Background: an optimization exercise with open tools, aiming at small area and a short achievable clock period. Do not read the settings as production practice.
The RTL was checked by simulation tests, not by an equivalence proof against the original design.

## rsi_top
module rsi_top
(
    input  logic   clk,
    input  logic   reset,
    input  logic [16-1:0] price,
    input  logic   price_valid,
    input  logic   eod,
    output logic   rsi_valid,
    output logic [7-1:0]   rsi,
    output logic   buy,
    output logic   sell
);
clock: 6.5 ns
lec_check: 0
cap_margin: 20
core_margin: 2
core_utilization: 40
cts_buf_list: sky130_fd_sc_hd__clkbuf_4
setup_slack_margin: 3.0
slew_margin: 20
run.sh (not shown) runs the stock make flow with config.mk's settings and CLKGATE_MAP_FILE= SYNTH_SCRIPT=/design/flow/synth_recipe.tcl, a recipe that flattens the netlist after the stock synthesis.
Next try:
--- a/flow/config.mk
+++ b/flow/config.mk
@@ -10,3 +10,2 @@
 export CORE_UTILIZATION = 40
-export CTS_BUF_LIST = sky130_fd_sc_hd__clkbuf_4
 export SETUP_SLACK_MARGIN = 3.0
The changed run finished clean.
Worst setup slack loses 0.025 ns.
Fmax drops by 0.71%.
Synthesized area is unchanged.
Final area is higher by 0.46%.
Die area is unchanged.
Via count went down by 2.8%.
Routed wire length drops by 0.89%.

---

Setup of sierra:
The RTL this note starts from:
==> flow/design.v <==
module rsi_top
(
    input  logic   clk,
    input  logic   reset,
    input  logic [16-1:0] price,
    input  logic   price_valid,
    input  logic   eod,
    output logic   rsi_valid,
    output logic [7-1:0]   rsi,
    output logic   buy,
    output logic   sell
);
    localparam int PW = 16;    
    localparam int SW = 20;      
    localparam int N  = 14;     
    localparam int XW = 27;      
    localparam int RW = SW + 1;          
    logic          take;
    logic [PW-1:0] prev;
    logic          have_prev;
    logic [3:0]    cnt;           
    logic [PW:0]   diff;
    logic          up;            
    logic [PW-1:0] code;          
    logic          mv_valid;
    logic          mv_first, mv_full, mv_out;
    logic          mv_up;
    logic [PW-1:0] mv_code;
    assign take = price_valid && !eod;
    assign diff = {1'b0, price} - {1'b0, prev};
    assign up   = !diff[PW];
    assign code = diff[PW-1:0] ^ {PW{!up}};
    always_ff @(posedge clk) begin
        if (take) prev <= price;
        mv_code  <= code;
        mv_up    <= up;
        mv_first <= take && have_prev && (cnt == 4'd0);
        mv_full  <= take && have_prev && (cnt == 4'(N));
        mv_out   <= (cnt >= 4'(N - 1));
    end
    always_ff @(posedge clk or posedge reset) begin
        if (reset) begin
            have_prev <= 1'b0;
            cnt       <= '0;
            mv_valid  <= 1'b0;
        end else if (eod) begin
            have_prev <= 1'b0;
            cnt       <= '0;
            mv_valid  <= 1'b0;
        end else begin
            mv_valid <= take && have_prev;
            if (take) have_prev <= 1'b1;
            if (take && have_prev && cnt != 4'(N)) cnt <= cnt + 4'd1;
        end
    end
    logic [PW:0]   win [N];       
    logic [SW-1:0] tsum, gsum;
    logic          sums_valid;
    logic [PW-1:0] old_code;
    logic          old_up;
    logic [SW-1:0] t_base, g_base;
    logic [SW-1:0] t_b, t_c, t_s, t_cy;
    logic [SW-1:0] g_b, g_c, g_s, g_cy;
    logic [SW:0]   t_wide, g_wide;
    logic [PW-1:0] new_code;
    logic          new_nup;
    assign new_code = mv_valid ? mv_code : '0;
    assign new_nup  = mv_valid && !mv_up;
    assign old_code = mv_full ? win[N-1][PW-1:0] : '0;
    assign old_up   = mv_full ? win[N-1][PW]     : 1'b1;
    assign t_base   = mv_first ? '0 : tsum;
    assign g_base   = mv_first ? '0 : gsum;
    assign t_b  = {{(SW-PW){1'b0}}, new_code};
    assign t_c  = ~{{(SW-PW){1'b0}}, old_code};
    assign t_s  = t_base ^ t_b ^ t_c;
    assign t_cy = {(t_base[SW-2:0] & t_b[SW-2:0]) | (t_base[SW-2:0] & t_c[SW-2:0]) |
                   (t_b[SW-2:0] & t_c[SW-2:0]), new_nup};
    assign t_wide = {t_s, 1'b1} + {t_cy, old_up};
    assign g_b  = (mv_valid && mv_up) ? {{(SW-PW){1'b0}}, mv_code} : '0;
    assign g_c  = ~((old_up ? {{(SW-PW){1'b0}}, old_code} : '0));
    assign g_s  = g_base ^ g_b ^ g_c;
    assign g_cy = {(g_base[SW-2:0] & g_b[SW-2:0]) | (g_base[SW-2:0] & g_c[SW-2:0]) |
                   (g_b[SW-2:0] & g_c[SW-2:0]), 1'b1};
    assign g_wide = {1'b0, g_s} + {1'b0, g_cy};
    always_ff @(posedge clk) begin
        if (mv_valid) begin
            win[0] <= {mv_up, mv_code};
            for (int i = 1; i < N; i++) win[i] <= win[i-1];
        end
        tsum <= t_wide[SW:1];
        gsum <= g_wide[SW-1:0];
    end
    always_ff @(posedge clk or posedge reset) begin
        if (reset) sums_valid <= 1'b0;
        else       sums_valid <= mv_valid && mv_out;
    end
    logic [RW-1:0] d_r [1:6];     
    logic [SW-1:0] d_t [1:6];
    logic [5:2]    d_x [1:6];     
    logic [6:0]    d_q [1:6];     
    logic          d_v [1:6];
    logic [6:0]    q_last;        
    logic          v_last;
    logic [XW-1:0] y_a, y_b, y_c, y_d, y_s1, y_c1, y_s2, y_c2;
    logic [XW:0]   y_wide;
    assign y_a  = XW'(gsum) << 6;
    assign y_b  = XW'(gsum) << 5;
    assign y_c  = XW'(gsum) << 2;
    assign y_d  = ~(XW'(tsum) << 6);
    assign y_s1 = y_a ^ y_b ^ y_c;
    assign y_c1 = {(y_a[XW-2:0] & y_b[XW-2:0]) | (y_a[XW-2:0] & y_c[XW-2:0]) |
                   (y_b[XW-2:0] & y_c[XW-2:0]), 1'b0};
    assign y_s2 = y_s1 ^ y_c1 ^ y_d;
    assign y_c2 = {(y_s1[XW-2:0] & y_c1[XW-2:0]) | (y_s1[XW-2:0] & y_d[XW-2:0]) |
                   (y_c1[XW-2:0] & y_d[XW-2:0]), 1'b1};
    assign y_wide = {y_s2, 1'b1} + {y_c2, 1'b0};
    always_ff @(posedge clk) begin
        d_r[6] <= y_wide[XW:7];
        d_t[6] <= tsum;
        d_x[6] <= y_wide[6:3];
        d_q[6] <= '0;
    end
    always_ff @(posedge clk or posedge reset) begin
        if (reset) d_v[6] <= 1'b0;
        else       d_v[6] <= sums_valid;
    end
    genvar j;
    generate
        for (j = 5; j >= 0; j--) begin : g_step
            logic          neg;
            logic          xin;
            logic [RW:0]   addend;
            logic [RW+1:0] wide;
            logic [RW-1:0] r_new;
            logic [6:0]    q_new;
            assign neg    = d_r[j+1][RW-1];
            assign xin    = (j >= 2) ? d_x[j+1][(j >= 2) ? j : 2] : 1'b0;
            assign addend = neg ? {2'b00, d_t[j+1]} : ~{2'b00, d_t[j+1]};
            assign wide   = {d_r[j+1], xin, 1'b1} + {addend, !neg};
            assign r_new  = wide[RW:1];
            assign q_new  = d_q[j+1] | (7'(!neg) << (j + 1));
            if (j > 0) begin : g_reg
                always_ff @(posedge clk) begin
                    d_r[j] <= r_new;
                    d_t[j] <= d_t[j+1];
                    d_x[j] <= d_x[j+1];
                    d_q[j] <= q_new;
                end
                always_ff @(posedge clk or posedge reset) begin
                    if (reset) d_v[j] <= 1'b0;
                    else       d_v[j] <= d_v[j+1];
                end
            end else begin : g_last
                assign q_last = q_new | 7'(!r_new[RW-1]);
                assign v_last = d_v[1];
            end
        end
    endgenerate
    logic [6:0] q_fin;
    logic [6:0] rsi_d;
    assign q_fin = q_last;
    assign rsi_d = (q_fin == 7'd127) ? 7'd50 : q_fin;
    always_ff @(posedge clk) begin
        rsi <= rsi_d;
    end
    always_ff @(posedge clk or posedge reset) begin
        if (reset) begin
            rsi_valid <= 1'b0;
            buy       <= 1'b0;
            sell      <= 1'b0;
        end else begin
            rsi_valid <= v_last;
            buy       <= v_last && (rsi_d < 7'(30));
            sell      <= v_last && (rsi_d > 7'(70));
        end
    end
endmodule
==> flow/config.mk <==
export PLATFORM = sky130hd
export DESIGN_NAME = rsi_top
export DESIGN_NICKNAME = rsi_top
export VERILOG_FILES = /design/flow/design.v
export SDC_FILE = /design/flow/constraint.sdc
export NUM_CORES = 4
export LEC_CHECK = 0
export ABC_AREA = 1
export CAP_MARGIN = 20
export CORE_MARGIN = 2
export CORE_UTILIZATION = 40
export CTS_CLUSTER_DIAMETER = 120
export CTS_CLUSTER_SIZE = 30
export SETUP_SLACK_MARGIN = 3.15
export SLEW_MARGIN = 20
==> flow/constraint.sdc <==
create_clock -name core_clock -period 6.5 [get_ports {clk}]
set_input_delay 1.3000 -clock core_clock [delete_from_list [all_inputs] [get_ports {clk}]]
set_output_delay 1.3000 -clock core_clock [all_outputs]
set_load 0.01 [all_outputs]
sierra finished end to end and its layout was clean on timing, DRC and antenna.
Input-level comparison between tundra and sierra:
Settings: a change of SETUP_SLACK_MARGIN from 3.15 to 3.0; a change of CORE_UTILIZATION from 40 to 60; a deleted ABC_AREA that had been 1.
Notes after the runs:
Summary of tundra over sierra: area of all placed cells without fillers decreased by 0.0020 mm^2 relative to the old numbers, wire length reported by the detailed router decreased by 27 mm relative to the old numbers.
Going from sierra to tundra, the final cycle utilization of the critical path was found to have gone up by 6.4 points.
In tundra, the minimum hold slack came out 0.0041 ns above the value in sierra.
Inputs modified between tundra and garnet:
Settings: CORE_UTILIZATION: 60 -> 40.
Findings:
Compared tundra against garnet; setup-violating endpoint count in the final report within noise.
| worst hold slack after final layout | garnet vs tundra | better |
For the smallest setup slack after layout, garnet came in 0.060 ns higher than tundra did.
Fmax ends up lower on tundra.
Input-level comparison between onyx and garnet:
Settings: a change of SETUP_SLACK_MARGIN from 3.0 to 3.2.
onyx | status: complete | timing, DRC, antenna: pass
Delta (onyx minus garnet): post-layout minimum cycle time now sits higher; met2 routed wirelength increased about 3%.
[onyx vs garnet] final worst hold slack: lower in onyx
From garnet to onyx the numbers moved as follows: timing-limited maximum frequency now smaller, sequential share of cell area shrank by 0.80 points.
Run comparison: onyx endpoint of the most critical setup path tsum[19]; garnet endpoint of the most critical setup path gsum[19]
[compare] base=garnet new=onyx: biggest cell delay along the critical path +0.05 ns, maximum buffer depth of the clock tree ~0 delta.

## what the ideal ports hide
In the flow no input, the clock included, has a driving cell. The finished layouts below were timed again as built, in two steps.
Step 1, drivers: a clkbuf_16 drives clk and a buf_2 each remaining input, both assumed.
Step 2 times the ports against the registers' clock, not the clock port: input delays grow and output delays shrink by t, the midpoint of the rising clock arrivals with the driver on.
Slacks: ideal ports / drivers / drivers and shift; pairs: ideal ports / drivers.
run | shift t [ns] | setup WS [ns] | clock arrival spread, ns | pins driven straight from the clock port
the first run of note 1 | 1.016 | 2.983 / 2.983 / 2.131 | 0.062 / 0.062 | 1
the second run of note 1 | 0.659 | 2.958 / 2.958 / 2.457 | 0.023 / 0.024 | 1
sierra | 0.667 | 3.386 / 3.386 / 2.819 | 0.030 / 0.029 | 1
tundra | 0.634 | 2.968 / 2.968 / 2.557 | 0.038 / 0.038 | 1
garnet | 0.633 | 3.027 / 3.027 / 2.549 | 0.030 / 0.030 | 1
onyx | 0.627 | 3.004 / 3.004 / 2.721 | 0.037 / 0.038 | 1
After both steps setup and hold are still met in every run listed. For the first run of note 1, which loses most, drivers alone change the setup slack by 0.000 ns; drivers and shift together by -0.852 ns.
